Context: an optimization exercise on an open-source flow, tuned for small area, a short achievable clock period and few clock cycles. The choices shown serve that exercise and are no tape-out recipe.
In this exercise RTL edits were held to simulation tests only and were not proved equivalent to the original.
Power figures rest on the tool's default switching activity, not on a simulated workload.

==> 08-03 <==
==> flow/design.v <==
`default_nettype none
package cachePkg;
	localparam int addressWidth = 16;
	localparam int dataWidth = 32;
	localparam int offsetWidth = 2;
	localparam int indexWidth = 4;
	localparam int tagWidth = addressWidth - indexWidth - offsetWidth;
	localparam int ways = 2;
	localparam int lineWords = 1 << offsetWidth;
	localparam int sets = 1 << indexWidth;  
	localparam int indexLsb = offsetWidth;
	localparam int tagLsb = offsetWidth + indexWidth;
	typedef logic [addressWidth-1:0] addressT;
	typedef logic [dataWidth-1:0] dataT;
	typedef logic [tagWidth-1:0] tagT;
	typedef logic [indexWidth-1:0] indexT;
	typedef logic [offsetWidth-1:0] offsetT;
	typedef logic [$clog2(ways)-1:0] wayT;
	localparam offsetT lastOffset = offsetT'(lineWords - 1);  
	typedef enum logic {
		invalid = 1'b0,
		valid = 1'b1
	} lineStateT;
	typedef enum logic [2:0] {
		idle,
		lookup,
		fill,
		writeThrough,
		respond
	} controllerStateT;
endpackage
`default_nettype wire
`timescale 1ns/1ps
`default_nettype none
module cacheNode (
	input logic clock,
	input logic rstN,
	input logic cpuReq,
	input logic cpuWrite,
	input cachePkg::addressT cpuAddress,
	input cachePkg::dataT cpuWriteData,
	output logic cpuDone,
	output cachePkg::dataT cpuReadData,
	output logic memRead,
	output logic memWrite,
	output cachePkg::addressT memAddress,
	output cachePkg::dataT memWriteData,
	input logic memDone,
	input cachePkg::dataT memReadData,
	input logic snoopWrite,
	input cachePkg::addressT snoopAddress
);
	localparam int lines = cachePkg::sets * cachePkg::ways;
	localparam int words = lines * cachePkg::lineWords;
	cachePkg::tagT tagArray [0:lines-1];
	logic [lines-1:0] validArray;
	cachePkg::dataT dataArray [0:words-1];
	logic [cachePkg::sets-1:0] lruWay;  
	logic filling;    
	logic writing;    
	logic hitDone;    
	cachePkg::indexT reqIndex;
	cachePkg::wayT reqWay;
	cachePkg::offsetT reqOffset;
	logic [cachePkg::addressWidth-1:cachePkg::indexLsb] reqLine;
	cachePkg::offsetT fillOffset;  
	logic [1:0] fillCount;         
	cachePkg::tagT cpuTag;
	cachePkg::indexT cpuIndex;
	cachePkg::offsetT cpuOffset;
	cachePkg::tagT snoopTag;
	cachePkg::indexT snoopIndex;
	assign cpuTag = cpuAddress[cachePkg::tagLsb +: cachePkg::tagWidth];
	assign cpuIndex = cpuAddress[cachePkg::indexLsb +: cachePkg::indexWidth];
	assign cpuOffset = cpuAddress[cachePkg::offsetWidth-1:0];
	assign snoopTag = snoopAddress[cachePkg::tagLsb +: cachePkg::tagWidth];
	assign snoopIndex = snoopAddress[cachePkg::indexLsb +: cachePkg::indexWidth];
	logic [cachePkg::ways-1:0] cpuMatch;
	logic [cachePkg::ways-1:0] snoopMatch;
	logic cpuHit;
	cachePkg::wayT cpuHitWay;
	cachePkg::wayT cpuVictim;
	always_comb begin
		for (int w = 0; w < cachePkg::ways; w++) begin
			cpuMatch[w] = validArray[{cpuIndex, cachePkg::wayT'(w)}]
				&& tagArray[{cpuIndex, cachePkg::wayT'(w)}] == cpuTag;
			snoopMatch[w] = validArray[{snoopIndex, cachePkg::wayT'(w)}]
				&& tagArray[{snoopIndex, cachePkg::wayT'(w)}] == snoopTag;
		end
	end
	assign cpuHit = |cpuMatch;
	assign cpuHitWay = cpuMatch[1];
	assign cpuVictim = lruWay[cpuIndex];
	logic readMiss;
	logic writeReq;
	logic fillDone;
	logic fillLast;
	assign readMiss = cpuReq && !cpuWrite && !cpuHit;
	assign writeReq = cpuReq && cpuWrite;
	assign fillDone = filling && memDone;
	assign fillLast = fillDone && fillCount == 2'd3;
	assign memRead = readMiss || (fillDone && !fillLast);
	assign memWrite = writeReq;
	assign memAddress = filling ? {reqLine, fillOffset + 2'd1} : cpuAddress;
	assign memWriteData = cpuWriteData;
	assign cpuDone = hitDone || fillLast || (writing && memDone);
	assign cpuReadData = dataArray[{reqIndex, reqWay, reqOffset}];
	always_ff @(posedge clock or negedge rstN) begin
		if (!rstN) begin
			filling <= 1'b0;
			writing <= 1'b0;
			hitDone <= 1'b0;
			fillCount <= '0;
			validArray <= '0;
			lruWay <= '0;
		end else begin
			hitDone <= cpuReq && !cpuWrite && cpuHit;
			if (readMiss) begin
				filling <= 1'b1;
				fillCount <= '0;
			end else if (fillDone) begin
				fillCount <= fillCount + 2'd1;
				if (fillLast) begin
					filling <= 1'b0;
				end
			end
			if (writeReq) begin
				writing <= 1'b1;
			end else if (memDone) begin
				writing <= 1'b0;
			end
			if (cpuReq && cpuHit) begin
				lruWay[cpuIndex] <= ~cpuHitWay;
			end
			if (readMiss) begin
				validArray[{cpuIndex, cpuVictim}] <= 1'b1;
				lruWay[cpuIndex] <= ~cpuVictim;
			end
			if (snoopWrite) begin
				for (int w = 0; w < cachePkg::ways; w++) begin
					if (snoopMatch[w]) begin
						validArray[{snoopIndex, cachePkg::wayT'(w)}] <= 1'b0;
					end
				end
			end
		end
	end
	always_ff @(posedge clock) begin
		if (cpuReq) begin
			reqIndex <= cpuIndex;
			reqOffset <= cpuOffset;
			reqWay <= cpuHit ? cpuHitWay : cpuVictim;
		end
		if (readMiss) begin
			reqLine <= cpuAddress[cachePkg::addressWidth-1:cachePkg::indexLsb];
			fillOffset <= cpuOffset;
			tagArray[{cpuIndex, cpuVictim}] <= cpuTag;
		end else if (fillDone) begin
			fillOffset <= fillOffset + 2'd1;
		end
	end
	logic dataWrite;
	logic [$clog2(words)-1:0] dataWriteWord;
	cachePkg::dataT dataWriteValue;
	assign dataWrite = fillDone || (writeReq && cpuHit);
	assign dataWriteWord = filling ? {reqIndex, reqWay, fillOffset} : {cpuIndex, cpuHitWay, cpuOffset};
	assign dataWriteValue = filling ? memReadData : cpuWriteData;
	always_ff @(posedge clock) begin
		if (dataWrite) begin
			dataArray[dataWriteWord] <= dataWriteValue;
		end
	end
endmodule
`default_nettype wire
==> flow/run.sh <==
#!/bin/bash
# synth_recipe.tcl (not shown) runs the flow's synth.tcl, then flattens the netlist and writes it again
# the make line also repeats each setting of config.mk as NAME=value (left out here)
make -C /OpenROAD-flow-scripts/flow DESIGN_CONFIG=/design/flow/config.mk WORK_HOME=/design/flow/orfs CLKGATE_MAP_FILE= SYNTH_SCRIPT=/design/flow/synth_recipe.tcl finish
==> flow/config.mk <==
export PLATFORM = sky130hd
export DESIGN_NAME = cacheNode
export DESIGN_NICKNAME = cacheNode
export VERILOG_FILES = /design/flow/design.v
export SDC_FILE = /design/flow/constraint.sdc
export NUM_CORES = 4
export LEC_CHECK = 0
export CAP_MARGIN = 20
export CORE_MARGIN = 2
export CORE_UTILIZATION = 40
export SLEW_MARGIN = 20
==> flow/constraint.sdc <==
create_clock -name core_clock -period 7.5 [get_ports {clock}]
set_input_delay 1.5000 -clock core_clock [delete_from_list [all_inputs] [get_ports {clock}]]
set_output_delay 1.5000 -clock core_clock [all_outputs]
set_load 0.01 [all_outputs]
==> 06-24 (differences from 08-03) <==
--- a/flow/design.v
+++ b/flow/design.v
@@ -56,36 +56,53 @@
 	logic [lines-1:0] validArray;
 	cachePkg::dataT dataArray [0:words-1];
 	logic [cachePkg::sets-1:0] lruWay;  
-	logic filling;    
-	logic writing;    
-	logic hitDone;    
+	logic filling;       
+	logic writing;       
+	logic missStart;     
+	logic hitRead;       
+	logic hitDone;       
+	logic hitUpdate;     
+	logic writeUpdate;   
+	logic fillUpdate;    
+	cachePkg::tagT reqTag;
 	cachePkg::indexT reqIndex;
-	cachePkg::wayT reqWay;
 	cachePkg::offsetT reqOffset;
-	logic [cachePkg::addressWidth-1:cachePkg::indexLsb] reqLine;
-	cachePkg::offsetT fillOffset;  
-	logic [1:0] fillCount;         
+	cachePkg::wayT reqWay;           
+	cachePkg::offsetT strobeOffset;  
+	cachePkg::offsetT fillOffset;    
+	cachePkg::offsetT updateOffset;  
+	logic [1:0] fillCount;           
+	cachePkg::dataT updateData;      
+	cachePkg::dataT readData;
+	logic snoopPending;
+	cachePkg::tagT snoopTag;
+	logic [cachePkg::sets-1:0] snoopSet;  
 	cachePkg::tagT cpuTag;
 	cachePkg::indexT cpuIndex;
 	cachePkg::offsetT cpuOffset;
-	cachePkg::tagT snoopTag;
-	cachePkg::indexT snoopIndex;
 	assign cpuTag = cpuAddress[cachePkg::tagLsb +: cachePkg::tagWidth];
 	assign cpuIndex = cpuAddress[cachePkg::indexLsb +: cachePkg::indexWidth];
 	assign cpuOffset = cpuAddress[cachePkg::offsetWidth-1:0];
-	assign snoopTag = snoopAddress[cachePkg::tagLsb +: cachePkg::tagWidth];
-	assign snoopIndex = snoopAddress[cachePkg::indexLsb +: cachePkg::indexWidth];
 	logic [cachePkg::ways-1:0] cpuMatch;
 	logic [cachePkg::ways-1:0] snoopMatch;
 	logic cpuHit;
 	cachePkg::wayT cpuHitWay;
 	cachePkg::wayT cpuVictim;
+	cachePkg::tagT snoopWayTag [0:cachePkg::ways-1];
+	logic [cachePkg::ways-1:0] snoopWayValid;
 	always_comb begin
 		for (int w = 0; w < cachePkg::ways; w++) begin
 			cpuMatch[w] = validArray[{cpuIndex, cachePkg::wayT'(w)}]
 				&& tagArray[{cpuIndex, cachePkg::wayT'(w)}] == cpuTag;
-			snoopMatch[w] = validArray[{snoopIndex, cachePkg::wayT'(w)}]
-				&& tagArray[{snoopIndex, cachePkg::wayT'(w)}] == snoopTag;
+			snoopWayTag[w] = '0;
+			snoopWayValid[w] = 1'b0;
+			for (int i = 0; i < cachePkg::sets; i++) begin
+				snoopWayTag[w] = snoopWayTag[w]
+					| ({cachePkg::tagWidth{snoopSet[i]}} & tagArray[{4'(i), cachePkg::wayT'(w)}]);
+				snoopWayValid[w] = snoopWayValid[w]
+					| (snoopSet[i] && validArray[{4'(i), cachePkg::wayT'(w)}]);
+			end
+			snoopMatch[w] = snoopWayValid[w] && snoopWayTag[w] == snoopTag;
 		end
 	end
 	assign cpuHit = |cpuMatch;
@@ -99,22 +116,36 @@
 	assign writeReq = cpuReq && cpuWrite;
 	assign fillDone = filling && memDone;
 	assign fillLast = fillDone && fillCount == 2'd3;
-	assign memRead = readMiss || (fillDone && !fillLast);
+	assign memRead = missStart || (fillDone && !fillLast);
 	assign memWrite = writeReq;
-	assign memAddress = filling ? {reqLine, fillOffset + 2'd1} : cpuAddress;
+	assign memAddress = filling ? {reqTag, reqIndex, strobeOffset} : cpuAddress;
 	assign memWriteData = cpuWriteData;
 	assign cpuDone = hitDone || fillLast || (writing && memDone);
-	assign cpuReadData = dataArray[{reqIndex, reqWay, reqOffset}];
+	assign cpuReadData = readData;
+	cachePkg::dataT readWord;
+	assign readWord = dataArray[{reqIndex, reqWay, reqOffset}];
 	always_ff @(posedge clock or negedge rstN) begin
 		if (!rstN) begin
 			filling <= 1'b0;
 			writing <= 1'b0;
+			missStart <= 1'b0;
+			hitRead <= 1'b0;
 			hitDone <= 1'b0;
+			hitUpdate <= 1'b0;
+			writeUpdate <= 1'b0;
+			fillUpdate <= 1'b0;
 			fillCount <= '0;
+			snoopPending <= 1'b0;
 			validArray <= '0;
 			lruWay <= '0;
 		end else begin
-			hitDone <= cpuReq && !cpuWrite && cpuHit;
+			missStart <= readMiss;
+			hitRead <= cpuReq && !cpuWrite && cpuHit;
+			hitDone <= hitRead;
+			hitUpdate <= cpuReq && cpuHit;
+			writeUpdate <= writeReq && cpuHit;
+			fillUpdate <= fillDone;
+			snoopPending <= snoopWrite;
 			if (readMiss) begin
 				filling <= 1'b1;
 				fillCount <= '0;
@@ -129,17 +160,19 @@
 			end else if (memDone) begin
 				writing <= 1'b0;
 			end
-			if (cpuReq && cpuHit) begin
-				lruWay[cpuIndex] <= ~cpuHitWay;
-			end
-			if (readMiss) begin
-				validArray[{cpuIndex, cpuVictim}] <= 1'b1;
-				lruWay[cpuIndex] <= ~cpuVictim;
-			end
-			if (snoopWrite) begin
-				for (int w = 0; w < cachePkg::ways; w++) begin
-					if (snoopMatch[w]) begin
-						validArray[{snoopIndex, cachePkg::wayT'(w)}] <= 1'b0;
+			if (hitUpdate) begin
+				lruWay[reqIndex] <= ~reqWay;
+			end
+			if (missStart) begin
+				validArray[{reqIndex, reqWay}] <= 1'b1;
+				lruWay[reqIndex] <= ~reqWay;
+			end
+			if (snoopPending) begin
+				for (int i = 0; i < cachePkg::sets; i++) begin
+					for (int w = 0; w < cachePkg::ways; w++) begin
+						if (snoopSet[i] && snoopMatch[w]) begin
+							validArray[{4'(i), cachePkg::wayT'(w)}] <= 1'b0;
+						end
 					end
 				end
 			end
@@ -147,27 +180,39 @@
 	end
 	always_ff @(posedge clock) begin
 		if (cpuReq) begin
+			reqTag <= cpuTag;
 			reqIndex <= cpuIndex;
 			reqOffset <= cpuOffset;
 			reqWay <= cpuHit ? cpuHitWay : cpuVictim;
-		end
-		if (readMiss) begin
-			reqLine <= cpuAddress[cachePkg::addressWidth-1:cachePkg::indexLsb];
-			fillOffset <= cpuOffset;
-			tagArray[{cpuIndex, cpuVictim}] <= cpuTag;
-		end else if (fillDone) begin
-			fillOffset <= fillOffset + 2'd1;
+			strobeOffset <= cpuOffset;
+		end else if (filling && memRead) begin
+			strobeOffset <= strobeOffset + 2'd1;
+		end
+		if (filling && memRead) begin
+			fillOffset <= strobeOffset;
+		end
+		if (missStart) begin
+			tagArray[{reqIndex, reqWay}] <= reqTag;
+		end
+		if (hitRead) begin
+			readData <= readWord;
+		end else if (fillDone && fillCount == 2'd0) begin
+			readData <= memReadData;  
+		end
+		updateData <= filling ? memReadData : cpuWriteData;
+		updateOffset <= fillOffset;
+		snoopTag <= snoopAddress[cachePkg::tagLsb +: cachePkg::tagWidth];
+		for (int i = 0; i < cachePkg::sets; i++) begin
+			snoopSet[i] <= snoopAddress[cachePkg::indexLsb +: cachePkg::indexWidth] == 4'(i);
 		end
 	end
 	logic dataWrite;
 	logic [$clog2(words)-1:0] dataWriteWord;
-	cachePkg::dataT dataWriteValue;
-	assign dataWrite = fillDone || (writeReq && cpuHit);
-	assign dataWriteWord = filling ? {reqIndex, reqWay, fillOffset} : {cpuIndex, cpuHitWay, cpuOffset};
-	assign dataWriteValue = filling ? memReadData : cpuWriteData;
+	assign dataWrite = fillUpdate || writeUpdate;
+	assign dataWriteWord = {reqIndex, reqWay, fillUpdate ? updateOffset : reqOffset};
 	always_ff @(posedge clock) begin
 		if (dataWrite) begin
-			dataArray[dataWriteWord] <= dataWriteValue;
+			dataArray[dataWriteWord] <= updateData;
 		end
 	end
 endmodule
==> flow/flow/run.sh (new file) <==
#!/bin/bash
# The standard layout (standard.sh), with these changes to how it is made:
# - resizing may change a cell's footprint, and ports are buffered with buf_4
#   rather than the delay buffer buffer_ports picks by default;
# - synthesis, floorplan and placement run without a setup margin; CTS repairs
#   timing with a margin on every violating endpoint; the later steps repair
#   without one.
# Each step's full output goes to a log file in the work folder.
set -euo pipefail
common=(MATCH_CELL_FOOTPRINT=0 "BUFFER_PORTS_ARGS=-buffer_cell sky130_fd_sc_hd__buf_4")
bash standard.sh "${common[@]}" synth floorplan place > flow_place.log 2>&1
bash standard.sh "${common[@]}" SETUP_SLACK_MARGIN=3.9 TNS_END_PERCENT=100 cts > flow_cts.log 2>&1
bash standard.sh "${common[@]}" finish > flow_finish.log 2>&1
==> flow/standard.sh (new file) <==
#!/bin/bash
# synth_recipe.tcl (not shown) runs the flow's synth.tcl, then flattens the netlist and writes it again
# the make line also repeats each setting of config.mk as NAME=value (left out here)
make -C /OpenROAD-flow-scripts/flow DESIGN_CONFIG=/design/flow/config.mk WORK_HOME=/design/flow/orfs CLKGATE_MAP_FILE= SYNTH_SCRIPT=/design/flow/synth_recipe.tcl "${@:-finish}"
- CORE_UTILIZATION: 40 -> 55
- PLACE_DENSITY: not set -> 0.7
removed: flow/run.sh
==> summary.txt <==
item                                                                                   08-03                       06-24
Switching part of the total                                                           24.41%                      24.68%
Fraction of the mapped netlist area in adder cells                                   0.1128%                    0.08453%
GRT met1 Usage                                                                        27.49%                      39.76%
Multiplexer fraction of the synthesized cell area                                     20.23%                      18.79%
Final clock skew                                                                    76.60 ps                    62.03 ps
Layout buffer count excluding clock buffers                                              552                         533
Final weighted congestion of routability-driven global placement                      0.8687                      0.8947
Post-route cell area                                                            204400 sq um                202000 sq um
Clock power share                                                                      37.6%                       36.6%
Final worst-path setup slack                                                        516.7 ps                     3498 ps
Met2 track demand over resource                                                       32.21%                      45.22%
Number of synthesis warnings                                                               1                           2
Depth of the worst register-to-register path                                              10                           4
Buf+Inv Stages, Crit Path                                                                  3                           4
Combinational Power Share                                                              12.0%                       11.5%
Post-Route Hold Slack                                                               469.6 ps                    347.3 ps
Cell area power density                                                        285.1 nW/um^2               293.2 nW/um^2
Number of placed instances with taps included                                          13443                       11767
Clock buffer count from CTS                                                              442                         441
R2r endpoint                                                      dataArray[7][14]$_DFFE_PP_  dataArray[56][7]$_DFFE_PP_
Ratio of cells with drive above 1 in the final layout                                 32.72%                      34.16%
Power Sequential                                                                     29.4 mW                     30.7 mW
Synthesized area per cell                                                        23.75 sq um                 23.84 sq um
Global-route wire length before repair                                              642.6 mm                    653.2 mm
Status                                                               complete, no violations     complete, no violations
Share of the synthesized area in the top cell type                                    75.09%                      75.55%
Effective utilization at floorplan                                                    40.19%                      55.31%
Testbench counts of 08-03, summed over its fixed seeds: cycles 206,443.
Testbench counts of 06-24, summed over its fixed seeds: cycles 224,001.

[port drivers added, routing unchanged]
The flow's constraints put no driver on any port. The routed layouts listed below were extracted and timed again, unchanged, in two steps. Step 1: set_driving_cell puts a clkbuf_16 on clock and a buf_2 on each other input, an assumption about the parent block. Step 2 moves the port delays by t, midway between the first and last clock arrival at a register: inputs arrive t later, outputs are due t later. That takes back most of the time a late clock gives input paths. Three values: ideal ports, drivers, drivers and shift; two values: the first two.
run | t, ns | slack for setup (ns) | worst hold slack (ns)
08-03 | 1.086 | 0.517 / 0.398 / 0.318 | 0.470 / 0.470 / 0.470
06-24 | 1.066 | 3.498 / 3.315 / 2.519 | 0.347 / 0.347 / 0.347
After both steps every run listed still meets setup and hold. For 06-24, which loses most, drivers alone change the setup slack by -0.183 ns; drivers and shift together by -0.979 ns.
